What follows belongs to an exercise in optimizing a design on an open flow for small area, a short achievable clock period and few clock cycles per item; a production flow would make more cautious choices. At most, simulation tests tie the RTL to the original design; equivalence was not proved. For runs 2 and 3, only the layout was checked, not whether the RTL still works.

`design/flow/config.mk`:
```
export PLATFORM = sky130hd
export DESIGN_NAME = csidhScheduler
export DESIGN_NICKNAME = csidhScheduler
export VERILOG_FILES = /design/flow/design.v
export SDC_FILE = /design/flow/constraint.sdc
export NUM_CORES = 4
export LEC_CHECK = 0
export CAP_MARGIN = 20
export CORE_MARGIN = 2
export CORE_UTILIZATION = 40
export SLEW_MARGIN = 20
```
`design/flow/constraint.sdc`:
```
create_clock -name core_clock -period 8.0 [get_ports {clk}]
set_input_delay 1.6000 -clock core_clock [delete_from_list [all_inputs] [get_ports {clk}]]
set_output_delay 1.6000 -clock core_clock [all_outputs]
set_load 0.01 [all_outputs]
```
`design/flow/design.v`:
```
package csidhPkg;
	localparam int NUM_PRIMES = 130;
	localparam int KEY_W = 4 * NUM_PRIMES;
	localparam int COF_W = 64;
	localparam int DIG_W = 4;
	localparam int NUM_STAGES = COF_W / DIG_W;
	localparam int REM_W = 10;
	localparam logic [COF_W-1:0] COF_ALL = 64'hdbe34c5460e36454;
	localparam int MIN_SLOTS = 11;
	localparam int NUM_CHUNKS = 17;
endpackage
`timescale 1ns/1ns
module exponentBank (
	input logic clk,
	input logic load,
	input logic [csidhPkg::KEY_W-1:0] privateKey,
	input logic [4:0] chunkSel,
	input logic chunkDir,
	output logic [7:0] chunkMatch,
	output logic [7:0] keyChunk0,
	input logic maskDir,
	input logic [7:0] maskLo,
	input logic [7:0] maskHi,
	output logic [csidhPkg::NUM_PRIMES-1:0] mask
);
	localparam int NP = csidhPkg::NUM_PRIMES;
	logic [NP-1:0] signs;
	logic [8*csidhPkg::NUM_CHUNKS-1:0] matchAll;
	logic [8*csidhPkg::NUM_CHUNKS-1:0] validAll;
	always_ff @(posedge clk) begin
		if (load) begin
			for (int i = 0; i < NP; i++) begin
				signs[i] <= privateKey[4 * (NP - 1 - i) + 3];
			end
		end
	end
	always_comb begin
		for (int i = 0; i < 8; i++) begin
			keyChunk0[i] = !privateKey[4 * (NP - 1 - i) + 3];
		end
	end
	always_comb begin
		validAll = '0;
		validAll[NP-1:0] = '1;
		matchAll = '0;
		matchAll[NP-1:0] = signs ^ {NP{!chunkDir}};
		matchAll = matchAll & validAll;
	end
	assign chunkMatch = matchAll[8*chunkSel +: 8];
	always_comb begin
		for (int i = 0; i < NP; i++) begin
			mask[i] = (signs[i] == maskDir) && (8'(i) >= maskLo) && (8'(i) <= maskHi);
		end
	end
endmodule
`timescale 1ns/1ns
module primeMultiplier (
	input logic [8:0] pHalf,
	input logic [csidhPkg::REM_W-1:0] remIn,
	input logic [csidhPkg::DIG_W-1:0] xDig,
	output logic [csidhPkg::DIG_W-1:0] yDig,
	output logic [csidhPkg::REM_W-1:0] remOut
);
	logic [9:0] p;
	logic [3:0] tLow;
	logic [3:0] pInv;
	logic [7:0] yFull;
	logic [13:0] num;
	assign p = {pHalf, 1'b1};
	always_comb begin
		case (p[3:1])
			3'd0: pInv = 4'd1;
			3'd1: pInv = 4'd11;
			3'd2: pInv = 4'd13;
			3'd3: pInv = 4'd7;
			3'd4: pInv = 4'd9;
			3'd5: pInv = 4'd3;
			3'd6: pInv = 4'd5;
			default: pInv = 4'd15;
		endcase
	end
	assign tLow = xDig - remIn[3:0];
	assign yFull = tLow * pInv;
	assign yDig = yFull[3:0];
	assign num = 14'(remIn) + 14'(p) * 14'(yDig) - 14'(xDig);
	assign remOut = num[13:4];
endmodule
`timescale 1ns/1ns
module cofactorEngine (
	input logic clk,
	input logic rst,
	input logic [8:0] slotPHalf,
	input logic slotFirst,
	input logic slotLast,
	input logic slotBuf,
	input logic rdBuf,
	output logic [csidhPkg::COF_W-1:0] cofactor,
	output logic repStart,
	output logic repBuf,
	output logic lastInFlight
);
	localparam int NS = csidhPkg::NUM_STAGES;
	localparam int DW = csidhPkg::DIG_W;
	localparam int RW = csidhPkg::REM_W;
	logic [9*NS-1:0] stP;
	logic [NS-1:0] stFirst;
	logic [NS-1:0] stLast;
	logic [NS-1:0] stBuf;
	logic [RW*NS-1:0] stRem;
	logic [DW*NS-1:0] xDigits;
	logic [DW*NS-1:0] yDigits;
	logic [RW*NS-1:0] remOut;
	logic [csidhPkg::COF_W-1:0] bufA;
	logic [csidhPkg::COF_W-1:0] bufB;
	genvar d;
	generate
		for (d = 0; d < NS; d++) begin : g_stage
			logic [DW-1:0] xIn;
			logic [RW-1:0] remIn;
			assign xIn = stFirst[d] ? csidhPkg::COF_ALL[DW*d +: DW] : xDigits[DW*d +: DW];
			if (d == 0) begin : g_first
				assign remIn = '0;
			end else begin : g_rest
				assign remIn = stRem[RW*d +: RW];
			end
			primeMultiplier stage_i (
				.pHalf(stP[9*d +: 9]),
				.remIn(remIn),
				.xDig(xIn),
				.yDig(yDigits[DW*d +: DW]),
				.remOut(remOut[RW*d +: RW])
			);
		end
	endgenerate
	always_ff @(posedge clk) begin
		stP <= {stP[9*(NS-1)-1:0], slotPHalf};
		stFirst <= {stFirst[NS-2:0], slotFirst};
		stBuf <= {stBuf[NS-2:0], slotBuf};
		stRem <= {remOut[RW*(NS-1)-1:0], {RW{1'b0}}};
		xDigits <= yDigits;
		for (int i = 0; i < NS; i++) begin
			if (stLast[i] && !stBuf[i]) begin
				bufA[DW*i +: DW] <= yDigits[DW*i +: DW];
			end
			if (stLast[i] && stBuf[i]) begin
				bufB[DW*i +: DW] <= yDigits[DW*i +: DW];
			end
		end
		if (rst) begin
			stLast <= '0;
		end else begin
			stLast <= {stLast[NS-2:0], slotLast};
		end
	end
	assign cofactor = rdBuf ? bufB : bufA;
	assign repStart = stLast[NS-1];
	assign repBuf = stBuf[NS-1];
	assign lastInFlight = |stLast;
endmodule
`timescale 1ns/1ns
module batchSequencer (
	input logic clk,
	input logic rst,
	input logic start,
	output logic busy,
	output logic load,
	output logic [4:0] chunkSel,
	output logic chunkDir,
	input logic [7:0] chunkMatch,
	input logic [7:0] keyChunk0,
	output logic [8:0] slotPHalf,
	output logic slotFirst,
	output logic slotLast,
	output logic slotBuf,
	input logic repStart,
	input logic repBuf,
	input logic lastInFlight,
	output logic rdBuf,
	output logic maskDir,
	output logic [7:0] maskLo,
	output logic [7:0] maskHi,
	output logic batchValid,
	output logic batchSign,
	output logic done
);
	localparam logic [2:0] ST_IDLE = 3'd0;
	localparam logic [2:0] ST_SCAN = 3'd1;
	localparam logic [2:0] ST_PAD = 3'd2;
	localparam logic [2:0] ST_FIN = 3'd3;
	localparam logic [2:0] ST_DONE = 3'd4;
	logic [2:0] state;
	logic dir;
	logic [4:0] chunk;
	logic [7:0] chunkBits;
	logic [3:0] members;
	logic [3:0] slots;
	logic newBatch;
	logic wrBuf;
	logic [7:0] lo;
	logic metaDir [2];
	logic [7:0] metaLo [2];
	logic [7:0] metaHi [2];
	logic [2:0] repCnt;
	logic repBuf_q;
	logic has;
	logic [2:0] pick;
	logic [7:0] rest;
	logic [7:0] idx;
	logic full;
	logic exhausted;
	logic [4:0] membersAfter;
	logic [3:0] slotsAfter;
	logic slotsOk;
	logic endNow;
	logic needPad;
	logic [8:0] primeHalf;
	assign busy = state == ST_SCAN || state == ST_PAD || state == ST_FIN;
	assign load = start && !busy;
	assign done = state == ST_DONE;
	assign batchValid = repCnt != 3'd0;
	assign rdBuf = repBuf_q;
	assign batchSign = metaDir[repBuf_q];
	assign maskDir = metaDir[repBuf_q];
	assign maskLo = metaLo[repBuf_q];
	assign maskHi = metaHi[repBuf_q];
	always_comb begin
		has = chunkBits != 8'd0;
		pick = 3'd0;
		for (int i = 7; i >= 0; i--) begin
			if (chunkBits[i]) pick = 3'(i);
		end
		rest = chunkBits & (chunkBits - 8'd1);
		idx = {chunk[4:0], pick};
	end
	always_comb begin
		case (idx)
			8'd0: primeHalf = 9'd1;
			8'd1: primeHalf = 9'd2;
			8'd2: primeHalf = 9'd3;
			8'd3: primeHalf = 9'd5;
			8'd4: primeHalf = 9'd6;
			8'd5: primeHalf = 9'd8;
			8'd6: primeHalf = 9'd9;
			8'd7: primeHalf = 9'd11;
			8'd8: primeHalf = 9'd14;
			8'd9: primeHalf = 9'd15;
			8'd10: primeHalf = 9'd18;
			8'd11: primeHalf = 9'd20;
			8'd12: primeHalf = 9'd21;
			8'd13: primeHalf = 9'd23;
			8'd14: primeHalf = 9'd26;
			8'd15: primeHalf = 9'd29;
			8'd16: primeHalf = 9'd30;
			8'd17: primeHalf = 9'd33;
			8'd18: primeHalf = 9'd35;
			8'd19: primeHalf = 9'd36;
			8'd20: primeHalf = 9'd39;
			8'd21: primeHalf = 9'd41;
			8'd22: primeHalf = 9'd44;
			8'd23: primeHalf = 9'd48;
			8'd24: primeHalf = 9'd50;
			8'd25: primeHalf = 9'd51;
			8'd26: primeHalf = 9'd53;
			8'd27: primeHalf = 9'd54;
			8'd28: primeHalf = 9'd56;
			8'd29: primeHalf = 9'd63;
			8'd30: primeHalf = 9'd65;
			8'd31: primeHalf = 9'd68;
			8'd32: primeHalf = 9'd69;
			8'd33: primeHalf = 9'd74;
			8'd34: primeHalf = 9'd75;
			8'd35: primeHalf = 9'd78;
			8'd36: primeHalf = 9'd81;
			8'd37: primeHalf = 9'd83;
			8'd38: primeHalf = 9'd86;
			8'd39: primeHalf = 9'd89;
			8'd40: primeHalf = 9'd90;
			8'd41: primeHalf = 9'd95;
			8'd42: primeHalf = 9'd96;
			8'd43: primeHalf = 9'd98;
			8'd44: primeHalf = 9'd99;
			8'd45: primeHalf = 9'd105;
			8'd46: primeHalf = 9'd111;
			8'd47: primeHalf = 9'd113;
			8'd48: primeHalf = 9'd114;
			8'd49: primeHalf = 9'd116;
			8'd50: primeHalf = 9'd119;
			8'd51: primeHalf = 9'd120;
			8'd52: primeHalf = 9'd125;
			8'd53: primeHalf = 9'd128;
			8'd54: primeHalf = 9'd131;
			8'd55: primeHalf = 9'd134;
			8'd56: primeHalf = 9'd135;
			8'd57: primeHalf = 9'd138;
			8'd58: primeHalf = 9'd140;
			8'd59: primeHalf = 9'd141;
			8'd60: primeHalf = 9'd146;
			8'd61: primeHalf = 9'd153;
			8'd62: primeHalf = 9'd155;
			8'd63: primeHalf = 9'd156;
			8'd64: primeHalf = 9'd158;
			8'd65: primeHalf = 9'd165;
			8'd66: primeHalf = 9'd168;
			8'd67: primeHalf = 9'd173;
			8'd68: primeHalf = 9'd174;
			8'd69: primeHalf = 9'd176;
			8'd70: primeHalf = 9'd179;
			8'd71: primeHalf = 9'd183;
			8'd72: primeHalf = 9'd186;
			8'd73: primeHalf = 9'd189;
			8'd74: primeHalf = 9'd191;
			8'd75: primeHalf = 9'd194;
			8'd76: primeHalf = 9'd198;
			8'd77: primeHalf = 9'd200;
			8'd78: primeHalf = 9'd204;
			8'd79: primeHalf = 9'd209;
			8'd80: primeHalf = 9'd210;
			8'd81: primeHalf = 9'd215;
			8'd82: primeHalf = 9'd216;
			8'd83: primeHalf = 9'd219;
			8'd84: primeHalf = 9'd221;
			8'd85: primeHalf = 9'd224;
			8'd86: primeHalf = 9'd228;
			8'd87: primeHalf = 9'd230;
			8'd88: primeHalf = 9'd231;
			8'd89: primeHalf = 9'd233;
			8'd90: primeHalf = 9'd239;
			8'd91: primeHalf = 9'd243;
			8'd92: primeHalf = 9'd245;
			8'd93: primeHalf = 9'd249;
			8'd94: primeHalf = 9'd251;
			8'd95: primeHalf = 9'd254;
			8'd96: primeHalf = 9'd260;
			8'd97: primeHalf = 9'd261;
			8'd98: primeHalf = 9'd270;
			8'd99: primeHalf = 9'd273;
			8'd100: primeHalf = 9'd278;
			8'd101: primeHalf = 9'd281;
			8'd102: primeHalf = 9'd284;
			8'd103: primeHalf = 9'd285;
			8'd104: primeHalf = 9'd288;
			8'd105: primeHalf = 9'd293;
			8'd106: primeHalf = 9'd296;
			8'd107: primeHalf = 9'd299;
			8'd108: primeHalf = 9'd300;
			8'd109: primeHalf = 9'd303;
			8'd110: primeHalf = 9'd306;
			8'd111: primeHalf = 9'd308;
			8'd112: primeHalf = 9'd309;
			8'd113: primeHalf = 9'd315;
			8'd114: primeHalf = 9'd320;
			8'd115: primeHalf = 9'd321;
			8'd116: primeHalf = 9'd323;
			8'd117: primeHalf = 9'd326;
			8'd118: primeHalf = 9'd329;
			8'd119: primeHalf = 9'd330;
			8'd120: primeHalf = 9'd336;
			8'd121: primeHalf = 9'd338;
			8'd122: primeHalf = 9'd341;
			8'd123: primeHalf = 9'd345;
			8'd124: primeHalf = 9'd350;
			8'd125: primeHalf = 9'd354;
			8'd126: primeHalf = 9'd359;
			8'd127: primeHalf = 9'd363;
			8'd128: primeHalf = 9'd366;
			8'd129: primeHalf = 9'd491;
			default: primeHalf = 9'd0;
		endcase
	end
	always_comb begin
		membersAfter = 5'(members) + 5'(has);
		full = has && members == 4'd15;
		slotsAfter = slots == 4'd15 ? 4'd15 : slots + 4'd1;
		slotsOk = slotsAfter >= 4'(csidhPkg::MIN_SLOTS);
		exhausted = chunk == 5'(csidhPkg::NUM_CHUNKS - 1) && (!has || rest == 8'd0);
		endNow = full || (exhausted && membersAfter != 5'd0 && slotsOk);
		needPad = exhausted && membersAfter != 5'd0 && !endNow;
	end
	always_comb begin
		if (state == ST_SCAN && exhausted || state == ST_PAD) begin
			chunkSel = 5'd0;
			chunkDir = 1'b1;
		end else begin
			chunkSel = chunk + 5'd1;
			chunkDir = dir;
		end
	end
	always_comb begin
		slotPHalf = 9'd0;
		slotFirst = 1'b0;
		slotLast = 1'b0;
		slotBuf = wrBuf;
		if (state == ST_SCAN) begin
			slotPHalf = has ? primeHalf : 9'd0;
			slotFirst = newBatch;
			slotLast = endNow;
		end else if (state == ST_PAD) begin
			slotLast = slotsOk;
		end
	end
	always_ff @(posedge clk) begin
		if (rst) begin
			state <= ST_IDLE;
			repCnt <= 3'd0;
		end else begin
			if (repStart) begin
				repCnt <= 3'd5;
				repBuf_q <= repBuf;
			end else if (repCnt != 3'd0) begin
				repCnt <= repCnt - 3'd1;
			end
			case (state)
				ST_IDLE, ST_DONE: begin
					state <= ST_IDLE;
					if (start) begin
						state <= ST_SCAN;
						dir <= 1'b0;
						chunk <= 5'd0;
						chunkBits <= keyChunk0;
						members <= 4'd0;
						slots <= 4'd0;
						newBatch <= 1'b1;
						lo <= 8'd0;
					end
				end
				ST_SCAN: begin
					if (endNow) begin
						metaDir[wrBuf] <= dir;
						metaLo[wrBuf] <= lo;
						metaHi[wrBuf] <= full ? idx : 8'd255;
						wrBuf <= !wrBuf;
						newBatch <= 1'b1;
						members <= 4'd0;
						slots <= 4'd0;
						lo <= idx + 8'd1;
					end else begin
						newBatch <= 1'b0;
						members <= membersAfter[3:0];
						slots <= slotsAfter;
					end
					if (exhausted) begin
						if (needPad) begin
							state <= ST_PAD;
						end else if (!dir) begin
							dir <= 1'b1;
							chunk <= 5'd0;
							chunkBits <= chunkMatch;
							lo <= 8'd0;
						end else begin
							state <= ST_FIN;
						end
					end else if (!has || rest == 8'd0) begin
						chunk <= chunk + 5'd1;
						chunkBits <= chunkMatch;
					end else begin
						chunkBits <= rest;
					end
				end
				ST_PAD: begin
					slots <= slotsAfter;
					if (slotsOk) begin
						metaDir[wrBuf] <= dir;
						metaLo[wrBuf] <= lo;
						metaHi[wrBuf] <= 8'd255;
						wrBuf <= !wrBuf;
						newBatch <= 1'b1;
						members <= 4'd0;
						slots <= 4'd0;
						if (!dir) begin
							state <= ST_SCAN;
							dir <= 1'b1;
							chunk <= 5'd0;
							chunkBits <= chunkMatch;
							lo <= 8'd0;
						end else begin
							state <= ST_FIN;
						end
					end
				end
				ST_FIN: begin
					if (!lastInFlight && repCnt <= 3'd1) begin
						state <= ST_DONE;
					end
				end
				default: begin
					state <= ST_IDLE;
				end
			endcase
		end
	end
endmodule
`timescale 1ns/1ns
module csidhScheduler (
	input logic clk,
	input logic rst,
	input logic start,
	input logic [csidhPkg::KEY_W-1:0] privateKey,
	output logic busy,
	output logic batchValid,
	output logic batchSign,
	output logic done,
	output logic [csidhPkg::NUM_PRIMES-1:0] batchMask,
	output logic [csidhPkg::COF_W-1:0] cofactor
);
	logic load;
	logic [4:0] chunkSel;
	logic chunkDir;
	logic [7:0] chunkMatch;
	logic [7:0] keyChunk0;
	logic maskDir;
	logic [7:0] maskLo;
	logic [7:0] maskHi;
	logic [8:0] slotPHalf;
	logic slotFirst;
	logic slotLast;
	logic slotBuf;
	logic repStart;
	logic repBuf;
	logic lastInFlight;
	logic rdBuf;
	exponentBank bank_i (
		.clk(clk),
		.load(load),
		.privateKey(privateKey),
		.chunkSel(chunkSel),
		.chunkDir(chunkDir),
		.chunkMatch(chunkMatch),
		.keyChunk0(keyChunk0),
		.maskDir(maskDir),
		.maskLo(maskLo),
		.maskHi(maskHi),
		.mask(batchMask)
	);
	batchSequencer seq_i (
		.clk(clk),
		.rst(rst),
		.start(start),
		.busy(busy),
		.load(load),
		.chunkSel(chunkSel),
		.chunkDir(chunkDir),
		.chunkMatch(chunkMatch),
		.keyChunk0(keyChunk0),
		.slotPHalf(slotPHalf),
		.slotFirst(slotFirst),
		.slotLast(slotLast),
		.slotBuf(slotBuf),
		.repStart(repStart),
		.repBuf(repBuf),
		.lastInFlight(lastInFlight),
		.rdBuf(rdBuf),
		.maskDir(maskDir),
		.maskLo(maskLo),
		.maskHi(maskHi),
		.batchValid(batchValid),
		.batchSign(batchSign),
		.done(done)
	);
	cofactorEngine cof_i (
		.clk(clk),
		.rst(rst),
		.slotPHalf(slotPHalf),
		.slotFirst(slotFirst),
		.slotLast(slotLast),
		.slotBuf(slotBuf),
		.rdBuf(rdBuf),
		.cofactor(cofactor),
		.repStart(repStart),
		.repBuf(repBuf),
		.lastInFlight(lastInFlight)
	);
endmodule
```
`design/flow/run.sh`:
```
#!/bin/bash
# synth_recipe.tcl (not shown) runs the flow's synth.tcl, then flattens the netlist and writes it again
# the make line also repeats each setting of config.mk as NAME=value (left out here)
make -C /OpenROAD-flow-scripts/flow DESIGN_CONFIG=/design/flow/config.mk WORK_HOME=/design/flow/orfs CLKGATE_MAP_FILE= SYNTH_SCRIPT=/design/flow/synth_recipe.tcl finish
```
==> reports/qor.yml, run 1 <==
sta:
  final.setup.tns_ns: 0
  whs_ns: 0.363
  hold_viol: 0
  rsz0062_at_grt: "no"
  period_share_pct: 89.7
  drv_slew: 0
  skew_ns: 0.0364
  tightestPinTransition_ns: 1.27
  fin_ws_ns: 0.822
  max_freq_ghz: 0.139
  relSlewSlack_pct: 14.5
  period_minus_slack_ns: 7.18
  setup_viol_count_final: 0
critical_path:
  required_ns: 8.62
  reg2reg_from: "cof_i.stFirst[6]$_DFF_P_"
  worstSetupPathType: "flop to flop"
  critPathArrivalTime_ns: 7.80
  r2r_end: "cof_i.stRem[79]$_DFF_P_"
  rrSetupSlack_ns: 0.82
  r2r_cells: 27
  path_max_fanout: 13
  endpoint_kind: "flop"
  start_kind: "flop"
yosys:
  ys_warn_count: 4
  synth_top_flop_cell: "dfxtp_1"
  synth-seq-cells: 722
  synth_edf_count: 325
  syn_avg_cell_area_um2: 10.0
  synth_cell_types: 82
  syn_inst: 5245
  ys_seq_area_share_pct: 33.7
  synth_area_um2: 52500
  synthArstFlopShare_pct: 0
  syn_nets: 6664
detailed_routing:
  via_per_inst: 5.17
  dr_total_vias: 38297
  first_iter_violations: 2847
  wl_mm: 145
  ant_nets: 0
  dr.pass1.iters: 8
  drcViolationCount: 0
  wl_per_cell_um: 19.6
cts:
  cts_setup_buffers: 0
  clk_path_buf_depth: 3
  numCtsBuffers: 86
  cts_resized: 0
  worst_skew_pair.late_latency_ns: 0.70
  h-tree-depth: 3
  cts.sinks: 722
  hold_buffers: 0
  clk_pin_slew_ns: 0.06
  root_buffer: "clkbuf_16"
  cts_tree: "done"
final_layout:
  ff_latch_area_um2: 17700
  n_fill_cell: 12187
  synthToLayoutAreaGrowth_pct: 16.3
  postLayoutCoreUtil_pct: 47.0
  final_area_um2: 61100
  stdcell_count: 7401
  multi_input_area_um2: 31500
  drive_above_1_share_pct: 6.56
  nNetsFinal: 7003
worst_hold_path:
  hold_path_end: "cof_i.stBuf[3]$_DFF_P_"
  min_from: "cof_i.stBuf[2]$_DFF_P_"
  hold_class: "flop to flop"
  min_path_cells: 0
placement:
  pre_cts_slack_ns: 0.822
  postPlaceCellArea_um2: 58100
  placed_cells: 7238
  dp_hpwl_mm: 114
  io_buffers: 330
  routabilityCongestion: 0.997
floorplan:
  die_height_um: 366
  die-area_um2: 134000
  core_um2: 130000
  io_pins: 721
  row_count: 132
  start_util_pct: 40.4
  dieWidth_um: 366
global_routing:
  gr-usage-all-layers_pct: 21.7
  grt_max_degree: 131
  grt_pass1_vias: 38835
  antenna_found_initial: 5
  grt_pass1_wl_mm: 228
  overflow: 0
run_status:
  status: "complete, no violations"
flow_run:
  maxCapViolCount: 0
## layer usage
layer  part of all wire (%)  global-route usage (%)  up-vias
met5                  0.017                       0        -
met4                    5.0                    9.73        4
met3                    5.9                    3.78      326
met2                     46                    35.4     1132
met1                     43                    28.0    18723
li1                       -                       -    18112
## synth_stat cells, types with 14 or more instances
master	count	area, µm²
ha_1	483	6040
xor2_1	79	692
inv_1	746	2800
nor2_1	286	1070
a21oi_1	195	976
mux2i_1	52	521
o21ai_0	138	691
edfxtp_1	325	9760
nor2b_1	188	1180
o211ai_1	18	135
or3_1	16	100
or2_2	35	219
dfxtp_1	397	7950
a21o_1	42	315
and3_1	15	93.8
nor3_1	95	475
clkbuf_1	124	465
fa_1	413	8270
and2_1	161	1010
o31ai_1	14	105
nand3_1	47	235
a31oi_1	24	150
a2111oi_0	67	587
nand2_1	486	1820
o21bai_1	14	105
a211oi_1	64	480
nand2b_1	49	307
a311oi_1	16	140
xnor2_1	326	2860
mux2_2	92	1040
buf_1	19	71.3
o21a_1	29	218
## layout by cell type (no fill, tap or decap), drive strengths merged, types with 42 or more instances in the layout
master,count
a211oi,64
nand3,47
edfxtp,325
clkbuf,116
mux2i,52
a21o,42
nor2,286
xnor2,326
fa,413
nor3,95
a2111oi,68
nor2b,188
mux2,92
and2,161
buf,80
inv,753
ha,483
a21oi,196
nand2,486
clkdlybuf4s50,329
o21ai,146
dfxtp,397
nand2b,49
xor2,79
## logic make-up (layout without fill, tap and decap cells)
| group | count (synthesis) | count (layout) | synth area share (%) |
|---|---|---|---|
| AOI/OAI and AO/OA | 744 | 744 | 9.51 |
| xor gates and xnor gates | 410 | 410 | 6.97 |
| adders and majority gates | 897 | 897 | 27.3 |
| buffers and inverters | 906 | 1319 | 6.52 |
| DFF | 722 | 722 | 33.7 |
| muxes | 147 | 147 | 3.09 |
| other | 0 | 1 | 0 |
| and+or+nand+nor | 1419 | 1419 | 13.0 |
## worst max-delay path: stages (launching register included)
cell and delay, ns:
dfxtp_1 0.36, nand2b_1 0.23, ha_1 0.25, fa_1 0.55
nor2_1 0.06, ha_1 0.29, ha_1 0.28, ha_1 0.20
xor2_1 0.15, xnor2_1 0.20, xnor3_1 0.35, xnor2_1 0.13
buf_4 0.19, fa_1 0.51, inv_1 0.05, fa_1 0.50
fa_1 0.54, inv_1 0.04, ha_1 0.28, nand2_1 0.07
nor2_1 0.06, o21a_1 0.20, o21a_1 0.19, o21ai_0 0.34
a211oi_1 0.17, or3_1 0.44, a311oi_1 0.33, xnor2_1 0.15
## registers in the layout (all words and copies together), names as in the netlist, 16 cells and up, named ones only
| register | flops |
|---|---|
| bank_i.signs | 130 |
| seq_i.metaHi | 16 |
| cof_i.stRem | 142 |
| cof_i.stLast | 16 |
| cof_i.stFirst | 16 |
| cof_i.bufB | 64 |
| seq_i.metaLo | 16 |
| cof_i.xDigits | 64 |
| cof_i.stP | 136 |
| cof_i.bufA | 64 |
| cof_i.stBuf | 16 |
## worst max-delay path by stage
stage	startpoint	endpoint	slack (ns)
floorplan	start	bank_i.signs[0]$_DFFE_PP_	0.13
global placement	cof_i.stFirst[4]$_DFF_P_	cof_i.stRem[59]$_DFF_P_	0.91
detailed placement	cof_i.stFirst[6]$_DFF_P_	cof_i.stRem[79]$_DFF_P_	0.82
CTS	cof_i.stFirst[6]$_DFF_P_	cof_i.stRem[79]$_DFF_P_	0.78
global route	cof_i.stFirst[6]$_DFF_P_	cof_i.stRem[79]$_DFF_P_	0.32
finish	cof_i.stFirst[6]$_DFF_P_	cof_i.stRem[79]$_DFF_P_	0.82
## cell type report
class	count	area share, %
sequential	722	29.0
clock inverter	46	1.03
inverter	748	4.59
multi-input combinational	3617	51.5
timing repair buffer	409	6.42
clock buffer	116	3.94
tap	1742	3.57
antenna	1	0.00409
Testbench counts, summed over its fixed seeds: cycles 3,843, keys 24.
==> inputs of run 2 (changes only) <==
--- a/design/flow/design.v
+++ b/design/flow/design.v
@@ -2,11 +2,16 @@
 	localparam int NUM_PRIMES = 130;
 	localparam int KEY_W = 4 * NUM_PRIMES;
 	localparam int COF_W = 64;
-	localparam int DIG_W = 4;
-	localparam int NUM_STAGES = COF_W / DIG_W;
+	localparam int DIG_W = 3;
+	localparam int NUM_STAGES = (COF_W + DIG_W - 1) / DIG_W;
+	localparam int PIPE_W = NUM_STAGES * DIG_W;
 	localparam int REM_W = 10;
 	localparam logic [COF_W-1:0] COF_ALL = 64'hdbe34c5460e36454;
-	localparam int MIN_SLOTS = 11;
+	localparam int NUM_BUFS = (DIG_W == 2) ? 3 : 2;
+	localparam int BUF_W = (NUM_BUFS > 2) ? 2 : 1;
+	localparam int BUF_GAP = NUM_STAGES + 5;
+	localparam int REP_GAP = 5;
+	localparam int AGE_W = $clog2(BUF_GAP + 1);
 	localparam int NUM_CHUNKS = 17;
 endpackage
 `timescale 1ns/1ns
@@ -61,29 +66,78 @@
 	output logic [csidhPkg::DIG_W-1:0] yDig,
 	output logic [csidhPkg::REM_W-1:0] remOut
 );
+	localparam int DW = csidhPkg::DIG_W;
+	localparam int RW = csidhPkg::REM_W;
+	localparam int SW = RW + DW;
 	logic [9:0] p;
-	logic [3:0] tLow;
-	logic [3:0] pInv;
-	logic [7:0] yFull;
-	logic [13:0] num;
+	logic [DW-1:0] t;
+	logic [DW-1:0] y;
+	logic [SW-1:0] rows [DW+1];
+	logic [SW-1:0] sumS;
+	logic [SW-1:0] sumC;
+	logic [SW-1:0] sum;
 	assign p = {pHalf, 1'b1};
+	assign t = xDig - remIn[DW-1:0];
+	generate
+		if (DW == 2) begin : g_d2
+			assign y[0] = t[0];
+			assign y[1] = t[1] ^ (t[0] & p[1]);
+		end else begin : g_d3
+			assign y[0] = t[0];
+			assign y[1] = t[1] ^ (t[0] & p[1]);
+			assign y[2] = t[2] ^ (t[1] & p[1]) ^ (t[0] & p[2]) ^ (t[0] & t[1] & p[1]);
+		end
+	endgenerate
+	assign yDig = y;
 	always_comb begin
-		case (p[3:1])
-			3'd0: pInv = 4'd1;
-			3'd1: pInv = 4'd11;
-			3'd2: pInv = 4'd13;
-			3'd3: pInv = 4'd7;
-			3'd4: pInv = 4'd9;
-			3'd5: pInv = 4'd3;
-			3'd6: pInv = 4'd5;
-			default: pInv = 4'd15;
-		endcase
+		rows[0] = SW'(remIn);
+		for (int j = 0; j < DW; j++) begin
+			rows[j+1] = y[j] ? SW'(p) << j : '0;
+		end
+		sumS = rows[0];
+		sumC = '0;
+		for (int j = 1; j <= DW; j++) begin
+			logic [SW-1:0] a;
+			a = sumS;
+			sumS = a ^ sumC ^ rows[j];
+			sumC = ((a & sumC) | (a & rows[j]) | (sumC & rows[j])) << 1;
+		end
+	end
+	prefixAdder #(.W(SW)) add_i (
+		.a(sumS),
+		.b(sumC),
+		.s(sum)
+	);
+	assign remOut = sum[SW-1:DW];
+endmodule
+module prefixAdder #(
+	parameter int W = 13
+) (
+	input logic [W-1:0] a,
+	input logic [W-1:0] b,
+	output logic [W-1:0] s
+);
+	localparam int LV = $clog2(W);
+	logic [W-1:0] gen [LV+1];
+	logic [W-1:0] prop [LV+1];
+	always_comb begin
+		gen[0] = a & b;
+		prop[0] = a ^ b;
+		for (int l = 0; l < LV; l++) begin
+			gen[l+1] = gen[l];
+			prop[l+1] = prop[l];
+			for (int i = 0; i < W; i++) begin
+				if (((i >> l) & 1) == 1) begin
+					gen[l+1][i] = gen[l][i] | (prop[l][i] & gen[l][((i >> l) << l) - 1]);
+					prop[l+1][i] = prop[l][i] & prop[l][((i >> l) << l) - 1];
+				end
+			end
+		end
+		s[0] = prop[0][0];
+		for (int i = 1; i < W; i++) begin
+			s[i] = prop[0][i] ^ gen[LV][i-1];
+		end
 	end
-	assign tLow = xDig - remIn[3:0];
-	assign yFull = tLow * pInv;
-	assign yDig = yFull[3:0];
-	assign num = 14'(remIn) + 14'(p) * 14'(yDig) - 14'(xDig);
-	assign remOut = num[13:4];
 endmodule
 `timescale 1ns/1ns
 module cofactorEngine (
@@ -92,32 +146,35 @@
 	input logic [8:0] slotPHalf,
 	input logic slotFirst,
 	input logic slotLast,
-	input logic slotBuf,
-	input logic rdBuf,
+	input logic [csidhPkg::BUF_W-1:0] slotBuf,
+	input logic [csidhPkg::BUF_W-1:0] rdBuf,
 	output logic [csidhPkg::COF_W-1:0] cofactor,
 	output logic repStart,
-	output logic repBuf,
+	output logic [csidhPkg::BUF_W-1:0] repBuf,
 	output logic lastInFlight
 );
 	localparam int NS = csidhPkg::NUM_STAGES;
 	localparam int DW = csidhPkg::DIG_W;
 	localparam int RW = csidhPkg::REM_W;
+	localparam int NB = csidhPkg::NUM_BUFS;
+	localparam int BW = csidhPkg::BUF_W;
+	localparam int PW = csidhPkg::PIPE_W;
+	localparam logic [PW-1:0] COF_PAD = PW'(csidhPkg::COF_ALL);
 	logic [9*NS-1:0] stP;
 	logic [NS-1:0] stFirst;
 	logic [NS-1:0] stLast;
-	logic [NS-1:0] stBuf;
+	logic [BW*NS-1:0] stBuf;
 	logic [RW*NS-1:0] stRem;
-	logic [DW*NS-1:0] xDigits;
-	logic [DW*NS-1:0] yDigits;
+	logic [PW-1:0] xDigits;
+	logic [PW-1:0] yDigits;
 	logic [RW*NS-1:0] remOut;
-	logic [csidhPkg::COF_W-1:0] bufA;
-	logic [csidhPkg::COF_W-1:0] bufB;
+	logic [NB*PW-1:0] bufs;
 	genvar d;
 	generate
 		for (d = 0; d < NS; d++) begin : g_stage
 			logic [DW-1:0] xIn;
 			logic [RW-1:0] remIn;
-			assign xIn = stFirst[d] ? csidhPkg::COF_ALL[DW*d +: DW] : xDigits[DW*d +: DW];
+			assign xIn = stFirst[d] ? COF_PAD[DW*d +: DW] : xDigits[DW*d +: DW];
 			if (d == 0) begin : g_first
 				assign remIn = '0;
 			end else begin : g_rest
@@ -135,15 +192,14 @@
 	always_ff @(posedge clk) begin
 		stP <= {stP[9*(NS-1)-1:0], slotPHalf};
 		stFirst <= {stFirst[NS-2:0], slotFirst};
-		stBuf <= {stBuf[NS-2:0], slotBuf};
+		stBuf <= {stBuf[BW*(NS-1)-1:0], slotBuf};
 		stRem <= {remOut[RW*(NS-1)-1:0], {RW{1'b0}}};
 		xDigits <= yDigits;
 		for (int i = 0; i < NS; i++) begin
-			if (stLast[i] && !stBuf[i]) begin
-				bufA[DW*i +: DW] <= yDigits[DW*i +: DW];
-			end
-			if (stLast[i] && stBuf[i]) begin
-				bufB[DW*i +: DW] <= yDigits[DW*i +: DW];
+			for (int b = 0; b < NB; b++) begin
+				if (stLast[i] && stBuf[BW*i +: BW] == BW'(b)) begin
+					bufs[PW*b + DW*i +: DW] <= yDigits[DW*i +: DW];
+				end
 			end
 		end
 		if (rst) begin
@@ -152,9 +208,14 @@
 			stLast <= {stLast[NS-2:0], slotLast};
 		end
 	end
-	assign cofactor = rdBuf ? bufB : bufA;
+	always_comb begin
+		cofactor = bufs[csidhPkg::COF_W-1:0];
+		for (int b = 1; b < NB; b++) begin
+			if (rdBuf == BW'(b)) cofactor = bufs[PW*b +: csidhPkg::COF_W];
+		end
+	end
 	assign repStart = stLast[NS-1];
-	assign repBuf = stBuf[NS-1];
+	assign repBuf = stBuf[BW*(NS-1) +: BW];
 	assign lastInFlight = |stLast;
 endmodule
 `timescale 1ns/1ns
@@ -171,11 +232,11 @@
 	output logic [8:0] slotPHalf,
 	output logic slotFirst,
 	output logic slotLast,
-	output logic slotBuf,
+	output logic [csidhPkg::BUF_W-1:0] slotBuf,
 	input logic repStart,
-	input logic repBuf,
+	input logic [csidhPkg::BUF_W-1:0] repBuf,
 	input logic lastInFlight,
-	output logic rdBuf,
+	output logic [csidhPkg::BUF_W-1:0] rdBuf,
 	output logic maskDir,
 	output logic [7:0] maskLo,
 	output logic [7:0] maskHi,
@@ -183,6 +244,9 @@
 	output logic batchSign,
 	output logic done
 );
+	localparam int NB = csidhPkg::NUM_BUFS;
+	localparam int BW = csidhPkg::BUF_W;
+	localparam int AW = csidhPkg::AGE_W;
 	localparam logic [2:0] ST_IDLE = 3'd0;
 	localparam logic [2:0] ST_SCAN = 3'd1;
 	localparam logic [2:0] ST_PAD = 3'd2;
@@ -193,36 +257,42 @@
 	logic [4:0] chunk;
 	logic [7:0] chunkBits;
 	logic [3:0] members;
-	logic [3:0] slots;
 	logic newBatch;
-	logic wrBuf;
+	logic [BW-1:0] wrBuf;
 	logic [7:0] lo;
-	logic metaDir [2];
-	logic [7:0] metaLo [2];
-	logic [7:0] metaHi [2];
+	logic metaDir [NB];
+	logic [7:0] metaLo [NB];
+	logic [7:0] metaHi [NB];
+	logic [AW-1:0] bufAge [NB];
+	logic [2:0] repAge;
 	logic [2:0] repCnt;
-	logic repBuf_q;
+	logic [BW-1:0] repBufQ;
+	logic repDir;
+	logic [7:0] repLo;
+	logic [7:0] repHi;
 	logic has;
 	logic [2:0] pick;
 	logic [7:0] rest;
 	logic [7:0] idx;
 	logic full;
 	logic exhausted;
-	logic [4:0] membersAfter;
-	logic [3:0] slotsAfter;
-	logic slotsOk;
+	logic open_;
+	logic endOk;
+	logic take;
 	logic endNow;
 	logic needPad;
+	logic switchDir;
 	logic [8:0] primeHalf;
+	logic [BW-1:0] wrBufNext;
 	assign busy = state == ST_SCAN || state == ST_PAD || state == ST_FIN;
 	assign load = start && !busy;
 	assign done = state == ST_DONE;
 	assign batchValid = repCnt != 3'd0;
-	assign rdBuf = repBuf_q;
-	assign batchSign = metaDir[repBuf_q];
-	assign maskDir = metaDir[repBuf_q];
-	assign maskLo = metaLo[repBuf_q];
-	assign maskHi = metaHi[repBuf_q];
+	assign rdBuf = repBufQ;
+	assign batchSign = repDir;
+	assign maskDir = repDir;
+	assign maskLo = repLo;
+	assign maskHi = repHi;
 	always_comb begin
 		has = chunkBits != 8'd0;
 		pick = 3'd0;
@@ -368,16 +438,18 @@
 		endcase
 	end
 	always_comb begin
-		membersAfter = 5'(members) + 5'(has);
+		wrBufNext = (wrBuf == BW'(NB - 1)) ? '0 : wrBuf + 1'b1;
+		endOk = bufAge[wrBuf] == AW'(csidhPkg::BUF_GAP) && repAge == 3'(csidhPkg::REP_GAP);
 		full = has && members == 4'd15;
-		slotsAfter = slots == 4'd15 ? 4'd15 : slots + 4'd1;
-		slotsOk = slotsAfter >= 4'(csidhPkg::MIN_SLOTS);
-		exhausted = chunk == 5'(csidhPkg::NUM_CHUNKS - 1) && (!has || rest == 8'd0);
-		endNow = full || (exhausted && membersAfter != 5'd0 && slotsOk);
-		needPad = exhausted && membersAfter != 5'd0 && !endNow;
+		take = has && (!full || endOk);
+		exhausted = chunk == 5'(csidhPkg::NUM_CHUNKS - 1) && (!has || (take && rest == 8'd0));
+		open_ = members != 4'd0 || take;
+		endNow = (full && endOk) || (exhausted && open_ && endOk);
+		needPad = exhausted && open_ && !endOk;
+		switchDir = state == ST_SCAN && exhausted && !needPad || state == ST_PAD && endOk;
 	end
 	always_comb begin
-		if (state == ST_SCAN && exhausted || state == ST_PAD) begin
+		if (switchDir) begin
 			chunkSel = 5'd0;
 			chunkDir = 1'b1;
 		end else begin
@@ -391,21 +463,41 @@
 		slotLast = 1'b0;
 		slotBuf = wrBuf;
 		if (state == ST_SCAN) begin
-			slotPHalf = has ? primeHalf : 9'd0;
+			slotPHalf = take ? primeHalf : 9'd0;
 			slotFirst = newBatch;
 			slotLast = endNow;
 		end else if (state == ST_PAD) begin
-			slotLast = slotsOk;
+			slotLast = endOk;
 		end
 	end
 	always_ff @(posedge clk) begin
+		for (int b = 0; b < NB; b++) begin
+			if (bufAge[b] != AW'(csidhPkg::BUF_GAP)) bufAge[b] <= bufAge[b] + 1'b1;
+		end
+		if (repAge != 3'(csidhPkg::REP_GAP)) repAge <= repAge + 3'd1;
+		if (slotLast && !rst) begin
+			bufAge[wrBuf] <= '0;
+			repAge <= 3'd0;
+			metaDir[wrBuf] <= dir;
+			metaLo[wrBuf] <= lo;
+			metaHi[wrBuf] <= (state == ST_SCAN && full) ? idx : 8'd255;
+			wrBuf <= wrBufNext;
+		end
 		if (rst) begin
 			state <= ST_IDLE;
 			repCnt <= 3'd0;
+			wrBuf <= '0;
+			for (int b = 0; b < NB; b++) begin
+				bufAge[b] <= AW'(csidhPkg::BUF_GAP);
+			end
+			repAge <= 3'(csidhPkg::REP_GAP);
 		end else begin
 			if (repStart) begin
 				repCnt <= 3'd5;
-				repBuf_q <= repBuf;
+				repBufQ <= repBuf;
+				repDir <= metaDir[repBuf];
+				repLo <= metaLo[repBuf];
+				repHi <= metaHi[repBuf];
 			end else if (repCnt != 3'd0) begin
 				repCnt <= repCnt - 3'd1;
 			end
@@ -418,25 +510,18 @@
 						chunk <= 5'd0;
 						chunkBits <= keyChunk0;
 						members <= 4'd0;
-						slots <= 4'd0;
 						newBatch <= 1'b1;
 						lo <= 8'd0;
 					end
 				end
 				ST_SCAN: begin
 					if (endNow) begin
-						metaDir[wrBuf] <= dir;
-						metaLo[wrBuf] <= lo;
-						metaHi[wrBuf] <= full ? idx : 8'd255;
-						wrBuf <= !wrBuf;
 						newBatch <= 1'b1;
 						members <= 4'd0;
-						slots <= 4'd0;
 						lo <= idx + 8'd1;
 					end else begin
 						newBatch <= 1'b0;
-						members <= membersAfter[3:0];
-						slots <= slotsAfter;
+						if (take) members <= members + 4'd1;
 					end
 					if (exhausted) begin
 						if (needPad) begin
@@ -449,23 +534,17 @@
 						end else begin
 							state <= ST_FIN;
 						end
-					end else if (!has || rest == 8'd0) begin
+					end else if (!has || (take && rest == 8'd0)) begin
 						chunk <= chunk + 5'd1;
 						chunkBits <= chunkMatch;
-					end else begin
+					end else if (take) begin
 						chunkBits <= rest;
 					end
 				end
 				ST_PAD: begin
-					slots <= slotsAfter;
-					if (slotsOk) begin
-						metaDir[wrBuf] <= dir;
-						metaLo[wrBuf] <= lo;
-						metaHi[wrBuf] <= 8'd255;
-						wrBuf <= !wrBuf;
+					if (endOk) begin
 						newBatch <= 1'b1;
 						members <= 4'd0;
-						slots <= 4'd0;
 						if (!dir) begin
 							state <= ST_SCAN;
 							dir <= 1'b1;
@@ -513,11 +592,11 @@
 	logic [8:0] slotPHalf;
 	logic slotFirst;
 	logic slotLast;
-	logic slotBuf;
+	logic [csidhPkg::BUF_W-1:0] slotBuf;
 	logic repStart;
-	logic repBuf;
+	logic [csidhPkg::BUF_W-1:0] repBuf;
 	logic lastInFlight;
-	logic rdBuf;
+	logic [csidhPkg::BUF_W-1:0] rdBuf;
 	exponentBank bank_i (
 		.clk(clk),
 		.load(load),
--- a/design/flow/config.mk
+++ b/design/flow/config.mk
@@ -8,4 +8,5 @@
 export CAP_MARGIN = 20
 export CORE_MARGIN = 2
 export CORE_UTILIZATION = 40
+export SETUP_SLACK_MARGIN = 3.5
 export SLEW_MARGIN = 20
==> run 2 against run 1 <==
Sequential share of layout area up 1.4 points. Hold slack lost 0.0098 ns. Sequential cell count grew 138. Final area up 11%. Clock skew grew 0.0026 ns. Worst setup slack improved by 2.5 ns. Via count is 1.6% higher. Count of clock-buffer cells in the layout increased by 4. Critical path depth decreased by 7. Critical path type unchanged. Critical endpoint is now cof_i.stRem[196]$_DFF_P_.
==> reports/qor.yml, run 2 <==
cts:
  root_buffer: "clkbuf_16"
  h-tree-depth: 3  # unchanged
  numCtsBuffers: 98  # +14%
  hold_buffers: 0  # unchanged
  worst_skew_pair.late_latency_ns: 0.71  # about the same
  cts.sinks: 860  # +19%
  clk_path_buf_depth: 3  # unchanged
  cts_tree: "done"
  clk_pin_slew_ns: 0.06  # about the same
floorplan:
  row_count: 134  # +1.5%
  start_util_pct: 40.1  # -0.28 points
  die_height_um: 369  # +0.78%
  core_um2: 133000  # +2.3%
  die-area_um2: 136000  # +1.6%
  dieWidth_um: 369  # +0.78%
  io_pins: 721  # unchanged
yosys:
  synth_edf_count: 337  # +3.7%
  synthMuxAreaShare_pct: 2.73  # -0.36 points
  synthArstFlopShare_pct: 0  # unchanged
  yosys.area.top_type: "dfxtp_1"
  synth-seq-cells: 860  # +19%
  synth_area_leaders: "dfxtp_1 (20%), edfxtp_1 (19%), fa_1 (14%)"
  ys_seq_area_share_pct: 38.6  # +4.9 points
  ys_warn_count: 8  # +4
  synth_top_flop_cell: "dfxtp_1"
  synth_cell_types: 89  # +8.5%
  synth_top_family_by_area: "adder cells"
  synth_xor_area_share_pct: 6.27  # -0.70 points
  syn_avg_cell_area_um2: 10.4  # +4.1%
  synth_area_um2: 53400  # +1.6%
  synth-compound-area-share_pct: 8.68  # -0.83 points
  synthSimpleGateAreaFrac_pct: 12.2  # -0.79 points
  syn_nets: 6447  # -3.3%
  synth_common_cells: "inv_1 (789), dfxtp_1 (523), ha_1 (446)"
  syn_inst: 5118  # -2.4%
  synthAdderAreaFrac_pct: 24.4  # -2.8 points
  yosysTopAreaCellShare_pct: 19.6  # +1.0 points
  synth.most_common_cell: "inv_1"
placement:
  routabilityCongestion: 0.984  # -1.3%
  pre_cts_slack_ns: 2.44  # +1.62 ns
  io_buffers: 330  # unchanged
  dp_hpwl_mm: 113  # -0.82%
final_layout:
  multi_input_area_um2: 32000  # +1.8%
  largest_reg_flops: 192  # +35%
  drive_above_1_share_pct: 20.0  # +13 points
  top_regs: "cof_i.stRem (192), cof_i.stP (180), bank_i.signs (130)"
  n_fill_cell: 11995  # -1.6%
  final_common_cell: "inv_1"
  synthToLayoutAreaGrowth_pct: 27.2
  ff_latch_area_um2: 20700  # +17%
  postLayoutCoreUtil_pct: 51.1  # +4.0 points
  nNetsFinal: 7064  # +0.87%
  layout_common_cells: "inv_1 (770), dfxtp_1 (504), ha_1 (389), edfxtp_1 (337), fa_1 (331)"
  top_register: "cof_i.stRem"
global_routing:
  grt_pass1_vias: 39087  # +0.65%
  gr-usage-all-layers_pct: 22.3  # +0.62 points
  grt_pass1_wl_mm: 233  # +2.2%
  antenna_found_initial: 14  # +9
  grt_max_degree: 77  # -41%
  overflow: 0  # unchanged
sta:
  skew_ns: 0.0390  # +0.00263 ns
  period_minus_slack_ns: 4.65  # -2.53 ns
  period_share_pct: 58.1  # -32 points
  rsz0062_at_grt: "yes"
  whs_ns: 0.354  # -0.00982 ns
  drv_slew: 0  # unchanged
  hold_viol: 0  # unchanged
  tightestPinTransition_ns: 1.05  # -0.219 ns
  setup_viol_count_final: 0  # unchanged
  relSlewSlack_pct: 29.7  # +15 points
  max_freq_ghz: 0.215  # +54%
  fin_ws_ns: 3.35  # +2.53 ns
  final.setup.tns_ns: 0  # unchanged
critical_path:
  required_ns: 8.59  # -0.03 ns
  critical_path.cell_chain: "nor2_4 > ha_2 > fa_2 > xnor2_4 > buf_4 > nand2_1 > fa_1 > inv_1 > fa_1 > ha_4 > a21oi_2 > nor2b_1 > o21ai_1 > nand2b_1 > fa_2 > xnor2_2 > xnor2_1 > xnor2_1 > xnor2_1 > xnor2_1"
  worstSetupPathType: "flop to flop"
  start_kind: "flop"
  critPathArrivalTime_ns: 5.24  # -2.56 ns
  cp_common_cell: "xnor2_1"
  endpoint_kind: "flop"
  max_stage_delay_ns: 0.59  # +0.04 ns
  slowest_stage: "fa_1"
  path_max_fanout: 4  # -9
detailed_routing:
  drcViolationCount: 0  # unchanged
  via_per_inst: 5.12  # -1.0%
  wl_mm: 153  # +5.1%
  first_iter_violations: 2565  # -9.9%
  ant_nets: 0  # unchanged
  wl_per_cell_um: 20.1  # +2.4%
  dr_total_vias: 38894  # +1.6%
  dr.pass1.iters: 6  # -2
worst_hold_path:
  hold_class: "flop to flop"
run_status:
  status: "complete, no violations"
flow_run:
  maxCapViolCount: 0  # unchanged
[run 2: cell count changes after synthesis, moves of 43 or more]
cell	before	now
nor2b_1	188	331
xnor2_1	326	212
nand2_1	486	290
o21ai_0	138	78
dfxtp_1	397	523
nor2_1	286	223
xor2_1	79	170
clkbuf_1	124	169
fa_1	413	360
inv_1	746	789
[run 2: cell type report]
| cell class | instances | share of cell area (%) |
|---|---|---|
| Timing Repair Buffer | 724 | 9.80 |
| Clock buffer | 120 | 3.89 |
| Inverter | 789 | 4.37 |
| Multi-Input combinational cell | 3262 | 47.2 |
| Antenna cell | 4 | 0.0147 |
| Clock inverter | 65 | 1.07 |
| Sequential cell | 860 | 30.4 |
| Tap cell | 1768 | 3.26 |
[run 2: layer usage]
layer	routed length (µm)	global-route usage [%]	vias to the layer above
li1	-	-	18056
met1	63900	29.2	19106
met2	68800	35.0	1352
met3	12200	4.77	372
met4	7590	10.6	8
met5	47	0	-
[run 2: critical path: cells and delay by family, from the launching register on]
family | cells | cell delay [ns]
buffers and inverters | 2 | 0.21
xor gates and xnor gates | 6 | 1.05
and+or+nand+nor | 4 | 0.31
adders and majority gates | 6 | 2.33
AOI/OAI and AO/OA | 2 | 0.28
DFF | 1 | 0.36
[run 2: what timing repair did]
| action | 4_1_cts | 5_1_grt |
|---|---|---|
| pin swaps | 148 | 288 |
| resized for setup | 605 | 284 |
| setup endpoints to repair | 291 | 146 |
| cloned | 4 | 0 |
| buffers inserted | 216 | 98 |
[run 2: path summary, 6_finish.rpt]
path / start / end / slack, ns / cells past startpoint
min reg2reg: cof_i.stP[87]$_DFF_P_ / cof_i.stP[96]$_DFF_P_ / 0.35 / 0
min: cof_i.stP[87]$_DFF_P_ / cof_i.stP[96]$_DFF_P_ / 0.35 / 0
max: cof_i.stFirst[18]$_DFF_P_ / cof_i.stRem[196]$_DFF_P_ / 3.35 / 20
max reg2reg: cof_i.stFirst[18]$_DFF_P_ / cof_i.stRem[196]$_DFF_P_ / 3.35 / 20
[run 2: logic make-up (layout without fill, tap and decap cells)]
| kind of cell | count (synthesis) | in the layout |
|---|---|---|
| mux | 130 | 130 |
| buf+inv | 996 | 1698 |
| other cells | 0 | 4 |
| fa+ha+maj | 831 | 831 |
| simple gates | 1248 | 1248 |
| flops | 860 | 860 |
| compound gates | 671 | 671 |
| xor+xnor | 382 | 382 |
[run 2: per-stage QoR]
step | std cells | cell area [µm²]
after floorplan | 5118 | 53500
after global placement | 7085 | 58700
after detailed placement | 7085 | 58700
after CTS | 7490 | 66000
after global routing | 7588 | 67900
final | 7592 | 67900
==> inputs of run 3 (changes only) <==
--- a/design/flow/config.mk
+++ b/design/flow/config.mk
@@ -8,5 +8,4 @@
 export CAP_MARGIN = 20
 export CORE_MARGIN = 2
 export CORE_UTILIZATION = 40
-export SETUP_SLACK_MARGIN = 3.5
 export SLEW_MARGIN = 20
==> run 3 against run 2 <==
Critical path depth shrank 16. Utilization shrank 4.3 points. Critical path type is now flop to primary output. Synthesized cell count is the same. Count of clock-buffer cells in the layout shrank 1. Sequential cell count is the same.
==> reports/qor.yml, run 3 <==
run_status:
  status: "complete, no violations"
global_routing:
  overflow: 0  # unchanged
  grt_pass1_vias: 37628  # -3.7%
  antenna_found_initial: 7  # -7
  grt_pass1_wl_mm: 222  # -4.6%
  gr-usage-all-layers_pct: 21.1  # -1.1 points
  grt_max_degree: 72  # -6.5%
final_layout:
  top_register: "cof_i.stRem"
  top_regs: "cof_i.stRem (192), cof_i.stP (180), bank_i.signs (130)"
  nNetsFinal: 6748  # -4.5%
  synthToLayoutAreaGrowth_pct: 16.5
  layout_common_cells: "inv_1 (789), dfxtp_1 (523), ha_1 (446), fa_1 (360), edfxtp_1 (337)"
  drive_above_1_share_pct: 7.04  # -13 points
  final_common_cell: "inv_1"
  largest_reg_flops: 192  # unchanged
  n_fill_cell: 12314  # +2.7%
critical_path:
  slowest_stage: "a2111oi_1"
  critPathArrivalTime_ns: 4.60  # -0.64 ns
  start_kind: "flop"
  r2r_cells: 11  # -45%
  endpoint_kind: "primary output"
  worstSetupPathType: "flop to primary output"
  max_stage_delay_ns: 1.01  # +0.42 ns
  rrSetupSlack_ns: 2.40  # -0.95 ns
  required_ns: 6.40  # -2.19 ns
  path_max_fanout: 17  # +13
  reg2reg_from: "seq_i.chunkBits[1]$_DFFE_PP_"
  r2r_end: "seq_i.metaHi[0][7]$_DFFE_PP_"
  critical_path.cell_chain: "or3_1 > or2_2 > a2111oi_1 > clkdlybuf4s50_1"
yosys:
  synth-seq-cells: 860  # unchanged
  ys_seq_area_share_pct: 38.6  # unchanged
  syn_inst: 5118  # unchanged
  yosysTopAreaCellShare_pct: 19.6  # unchanged
  synthArstFlopShare_pct: 0  # unchanged
  ys_warn_count: 8  # unchanged
  synth.most_common_cell: "inv_1"
  synth_common_cells: "inv_1 (789), dfxtp_1 (523), ha_1 (446)"
  synth_area_leaders: "dfxtp_1 (20%), edfxtp_1 (19%), fa_1 (14%)"
  yosys.area.top_type: "dfxtp_1"
  synth_area_um2: 53400  # unchanged
  syn_avg_cell_area_um2: 10.4  # unchanged
  synth_edf_count: 337  # unchanged
  syn_nets: 6447  # unchanged
  synth_top_flop_cell: "dfxtp_1"
  synth_cell_types: 89  # unchanged
placement:
  routabilityCongestion: 0.979  # -0.56%
  io_buffers: 330  # unchanged
  dp_hpwl_mm: 112  # -0.72%
detailed_routing:
  wl_per_cell_um: 19.7  # -2.0%
  wl_mm: 143  # -6.1%
  dr_total_vias: 37115  # -4.6%
  ant_nets: 0  # unchanged
  first_iter_violations: 2396  # -6.6%
  drcViolationCount: 0  # unchanged
  dr.pass1.iters: 6  # unchanged
  via_per_inst: 5.10  # -0.37%
floorplan:
  io_pins: 721  # unchanged
  die-area_um2: 136000  # unchanged
  die_height_um: 369  # unchanged
  dieWidth_um: 369  # unchanged
  core_um2: 133000  # unchanged
  row_count: 134  # unchanged
  start_util_pct: 40.1  # unchanged
sta:
  period_share_pct: 77.5  # +19 points
  skew_ns: 0.0440  # +0.00499 ns
  setup_viol_count_final: 0  # unchanged
  whs_ns: 0.364  # +0.0103 ns
  rsz0062_at_grt: "no"
  relSlewSlack_pct: 14.8  # -15 points
  final.setup.tns_ns: 0  # unchanged
  drv_slew: 0  # unchanged
  period_minus_slack_ns: 6.20  # +1.55 ns
  hold_viol: 0  # unchanged
  tightestPinTransition_ns: 1.25  # +0.196 ns
  max_freq_ghz: 0.161  # -25%
worst_hold_path:
  min_from: "cof_i.stP[94]$_DFF_P_"
  min_path_cells: 0  # unchanged
  hold_path_end: "cof_i.stP[103]$_DFF_P_"
  hold_class: "flop to flop"
cts:
  clk_pin_slew_ns: 0.06  # about the same
  root_buffer: "clkbuf_16"
  worst_skew_pair.late_latency_ns: 0.71  # about the same
  clk_path_buf_depth: 3  # unchanged
  hold_buffers: 0  # unchanged
  numCtsBuffers: 95  # -3.1%
  cts.sinks: 860  # unchanged
  cts_tree: "done"
  h-tree-depth: 3  # unchanged
  cts_setup_buffers: 0  # -100%
  cts_resized: 0  # -100%
flow_run:
  maxCapViolCount: 0  # unchanged
==> run 3: cell types whose count changed in the layout (fill, tap and decap cells not counted), sizes merged, moves of 9 or more <==
cell,change
clkbuf,-9
clkdlybuf4s50,+115
dlygate4sd2,-74
clkinvlp,-9
dlymetal6s2s,-15
buf,-323
==> run 3: how the worst max path moves through the flow <==
| stage | from | to | slack (ns) | cells past startpoint |
|---|---|---|---|---|
| 2_1_floorplan | start | bank_i.signs[0]$_DFFE_PP_ | 0.13 | 1 |
| 3_3_place_gp | cof_i.stFirst[18]$_DFF_P_ | cof_i.stRem[196]$_DFF_P_ | 2.45 | 20 |
| 3_5_place_dp | cof_i.stFirst[18]$_DFF_P_ | cof_i.stRem[196]$_DFF_P_ | 2.39 | 20 |
| 4_1_cts | seq_i.repLo[5]$_DFFE_PP_ | batchMask[2] | 1.86 | 4 |
| 5_1_grt | seq_i.repLo[5]$_DFFE_PP_ | batchMask[2] | 1.85 | 4 |
| 6_report | seq_i.repLo[5]$_DFFE_PP_ | batchMask[2] | 1.80 | 4 |
==> run 3: area by class of cell <==
class | count | area (µm²) | share of cell area, %
clock inverter | 58 | 801 | 1.29
timing repair buffer | 411 | 3920 | 6.30
clock buffer | 119 | 2550 | 4.10
tap | 1768 | 2210 | 3.56
antenna | 5 | 12.5 | 0.0201
multi-input combinational | 3262 | 29100 | 46.9
inverter | 789 | 2960 | 4.76
sequential | 860 | 20600 | 33.1
==> run 3: kinds of logic after synthesis <==
group | synth area share (%)
AOI/OAI and AO/OA | 8.68
xor gates and xnor gates | 6.27
adders and majority gates | 24.4
buffers and inverters | 7.16
DFF | 38.6
muxes | 2.73
and+or+nand+nor | 12.2
==> run 3: worst max-delay path: cells and delay by family (launching register included) <==
family	cells	cell delay, ns
buffers and inverters	1	0.72
AOI/OAI and AO/OA	1	1.01
DFF	1	0.75
and+or+nand+nor	2	1.41
==> run 3: stage by stage <==
step	util (%)	instances	cell area [µm²]	worst slack (ns)
2_1_floorplan	-	5118	53400	0.130
3_3_place_gp	44.1	7088	58700	2.45
3_5_place_dp	44.1	7088	58700	2.39
4_1_cts	46.7	7265	62000	1.86
5_1_grt	46.8	7267	62200	1.85
6_report	46.8	7272	62200	1.80
==> run 3: metal layers <==
layer | GRT usage, % | vias to the layer above | part of all wire (%) | routed length (µm)
met4 | 9.23 | 4 | 4.5 | 6400
met1 | 28.2 | 18185 | 44 | 62500
met5 | 0 | - | 0.024 | 34
met3 | 4.51 | 312 | 7.1 | 10200
met2 | 32.9 | 1187 | 45 | 64100
li1 | - | 17427 | - | -

## static timing again, ports no longer ideal
How much do the figures lean on ideal ports? The routed layouts below were timed once more, with nothing changed but the port constraints.
Step 1: set_driving_cell puts a clkbuf_16 on clk and a buf_2 on each other input, an assumption about the parent block.
Step 2, shift: input delay + t, output delay - t, t = (earliest + latest rising clock arrival at the registers) / 2. This alone moves slack from input paths to output paths.
a / b / c = ideal / step 1 / step 2; a / b = the first two.
| run | shift t [ns] | setup slack, ns | worst setup path after step 2 |
|---|---|---|---|
| run 1 | 0.756 | 0.822 / 0.822 / 0.822 | register to register |
| run 2 | 0.773 | 3.351 / 3.351 / 3.351 | register to register |
| run 3 | 0.761 | 1.798 / 1.722 / 2.404 | register to register |
After both steps setup and hold are still met in every run listed.
